Context: an optimization exercise on an open-source flow, tuned for small area, a short achievable clock period and few clock cycles. The choices shown serve that exercise and are no tape-out recipe.
In this exercise RTL edits were held to simulation tests only and were not proved equivalent to the original.

Design midi_tempo_tracker, start of the top module:
module midi_tempo_tracker #(
    parameter int TIME_BITS      = 24,
    parameter int COUNT_BITS     = 16,
    parameter int FOLD_MIN_COUNT = 8
) (
    input  logic                  clk,
    input  logic                  rst_n,
    input  logic                  in_valid,
    output logic                  in_stall,
    input  logic [1:0]            event_kind,
    input  logic [6:0]            controller,
    input  logic [6:0]            ctrl_value,
    input  logic [TIME_BITS-1:0]  delta_time,
    output logic                  out_valid,
    input  logic                  out_stall,
    output logic [TIME_BITS-1:0]  note_period,
    output logic [TIME_BITS-1:0]  pedal_period,
    output logic [COUNT_BITS-1:0] note_count,
    output logic [1:0]            event_use,
    input  logic                  cfg_valid,
    output logic                  cfg_ready,
    input  logic [2:0]            cfg_index,
    input  logic [23:0]           cfg_data
);
    localparam int TB = 24;
    localparam int CB = 16;
    localparam int SB = 40;
    localparam int PW = 36;                  
    localparam int NB = 2;                   
    localparam int NC = SB / NB;             
    localparam int QC = TB / NB;             
    localparam int XW = CB + NB;             
    localparam int KW = 27;                  
    localparam int JW = $clog2(NC + 1);      
    localparam logic [TB-1:0] TMAX = {TB{1'b1}};
    localparam logic [CB-1:0] CMAX = {CB{1'b1}};
    localparam logic [SB-1:0] SMAX = {SB{1'b1}};
    localparam logic [3:0] S_IDLE = 4'd0;
    localparam logic [3:0] S_D    = 4'd1;    
    localparam logic [3:0] S_P    = 4'd2;    
    localparam logic [3:0] S_S0   = 4'd3;    
    localparam logic [3:0] S_SK   = 4'd4;    
    localparam logic [3:0] S_SF   = 4'd5;    
    localparam logic [3:0] S_PP   = 4'd6;    
    localparam logic [3:0] S_F    = 4'd7;    
    localparam logic [3:0] S_M1   = 4'd8;    
    localparam logic [3:0] S_M2   = 4'd9;
    localparam logic [3:0] S_M3   = 4'd10;
    logic [3:0] st_reg;
    logic [TB-1:0] min_gap_reg;
  ...
Size in the first run: ~700 flip-flops, ~0.061 mm^2 of cells after synthesis.
clock: 10.0 ns
lec_check: 0
abc_area: 1
cap_margin: 5
core_margin: 2
core_utilization: 55
slew_margin: 5
run.sh (not shown) runs the stock make flow with config.mk's settings and CLKGATE_MAP_FILE= SYNTH_SCRIPT=/design/flow/synth_recipe.tcl, a recipe that flattens the netlist after the stock synthesis.
The baseline produced a clean layout.
Testbench counts at the start, summed over its fixed seeds: cycles 9,095.
Next try:
- ABC_AREA: 1 -> not set
- CAP_MARGIN: 5 -> 20
- CORE_UTILIZATION: 55 -> 75
- SLEW_MARGIN: 5 -> 20
Count of clock-buffer cells in the layout goes down by 13; setup slack degrades by 0.44 ns; critical path depth goes down by 25; cell count fell by about a fifth.
Next try:
- ABC_AREA: not set -> 1
- CAP_MARGIN: 20 -> 5
- CORE_UTILIZATION: 75 -> 65
- SLEW_MARGIN: 20 -> 5
Routed wire length drops by 2.6%.
Cell area went down by 1.4%.
Area after synthesis fell by 2.4%.
Final cell count is higher by 14%.
Global-route usage fell by 6.8 points.
Utilization fell by 11 points.
First-iteration DRC count goes down by 8.0%.
Die area rose by 12%.
Setup slack is better by 0.40 ns.
Count of clock-buffer cells in the layout increases by 5.

========
Starting RTL as in the previous note.
Settings: LEC_CHECK=0, CAP_MARGIN=20, CORE_MARGIN=2, CORE_UTILIZATION=60, GPL_TIMING_DRIVEN=1, SLEW_MARGIN=20; clock period 10.0 ns.
Testbench counts at the start, summed over its fixed seeds: cycles 9,095.
Change:
- GPL_TIMING_DRIVEN: 1 -> unset
Cell count stays the same.
Clock skew stays the same.
Worst setup slack does not change.
Global-route usage does not change.

========
Starting RTL as in the previous note.
clock: 10.0 ns
lec_check: 0
abc_area: 1
cap_margin: 5
core_margin: 2
core_utilization: 60
slew_margin: 5
The first run completed without violations.
Testbench counts at the start, summed over its fixed seeds: cycles 9,095.
Next try:
ABC_AREA = unset   (was 1)
CORE_UTILIZATION = 65   (was 60)
- The new run passed the timing, DRC and antenna checks
- first-iteration DRC count goes up by 3.4%
- sequential cell count stays the same
- wire length goes up by 1.8%
- synthesized area goes up by 2.5%
- count of clock-buffer cells in the layout went up by 5

========
Setup of run A:
Starting RTL as in the previous note.
make LEC_CHECK=0 ABC_AREA=1 CAP_MARGIN=0 CORE_MARGIN=2 CORE_UTILIZATION=60 SLEW_MARGIN=0 finish   # period 10.0 ns
Testbench counts of run A, summed over its fixed seeds: cycles 9,095.
Setup changes, run A to run B
- changing CORE_UTILIZATION from 60 to 55
- removing ABC_AREA (formerly 1)
- changing CAP_MARGIN from 0 to 5
- changing SLEW_MARGIN from 0 to 5
| clock latency on the worst-skew pair | run B vs run A | ≈ equal |. Between run A and run B, the flow reports number of global-route vias before repair decreasing slightly. Diff run A -> run B: sum of routed wire length over all layers moved up; area growth from synthesis to final layout +1.0 points; HPWL after detailed placement now larger. Comparing the two runs side by side, run B comes out behind run A on setup slack after layout. Minimum clock period after layout (lower): run A.
## Diff of input files: run C against run B
- swapping 55 for 60 in CORE_UTILIZATION
Run C vs. run B: critical path depth increased about 10%, utilization after layout now sits higher.
Run C vs run B: global-route usage up in run C

==> afterwards: timing with drivers on the ports <==
In the flow no input, the clock included, has a driving cell. The finished layouts below were timed again as built, in two steps.
Step 1 assumes that a clkbuf_16 drives the clock port and a buf_2 every other input.
Step 2, shift: input delay + t, output delay - t, t = (earliest + latest rising clock arrival at the registers) / 2. This alone moves slack from input paths to output paths.
Three values: ideal, step 1, step 2; two values: the first two.
| run | shift t [ns] | setup slack, ns | cell pins on the clock port's net |
|---|---|---|---|
| the first run of note 1 | 0.756 | 0.745 / 0.745 / 0.745 | 1 |
| the second run of note 1 | 0.736 | 0.308 / 0.308 / 0.308 | 1 |
| the third run of note 1 | 0.748 | 0.709 / 0.709 / 0.709 | 1 |
| the first run of note 2 | 0.750 | 0.723 / 0.723 / 0.723 | 1 |
| the second run of note 2 | 0.750 | 0.723 / 0.723 / 0.723 | 1 |
| the first run of note 3 | 0.764 | 0.763 / 0.763 / 0.763 | 1 |
| the second run of note 3 | 0.759 | 0.618 / 0.618 / 0.618 | 1 |
| run A | 0.764 | 0.744 / 0.744 / 0.744 | 1 |
| run B | 0.778 | 0.637 / 0.637 / 0.637 | 1 |
| run C | 0.765 | 0.817 / 0.817 / 0.817 | 1 |
After both steps every run listed still meets setup and hold.
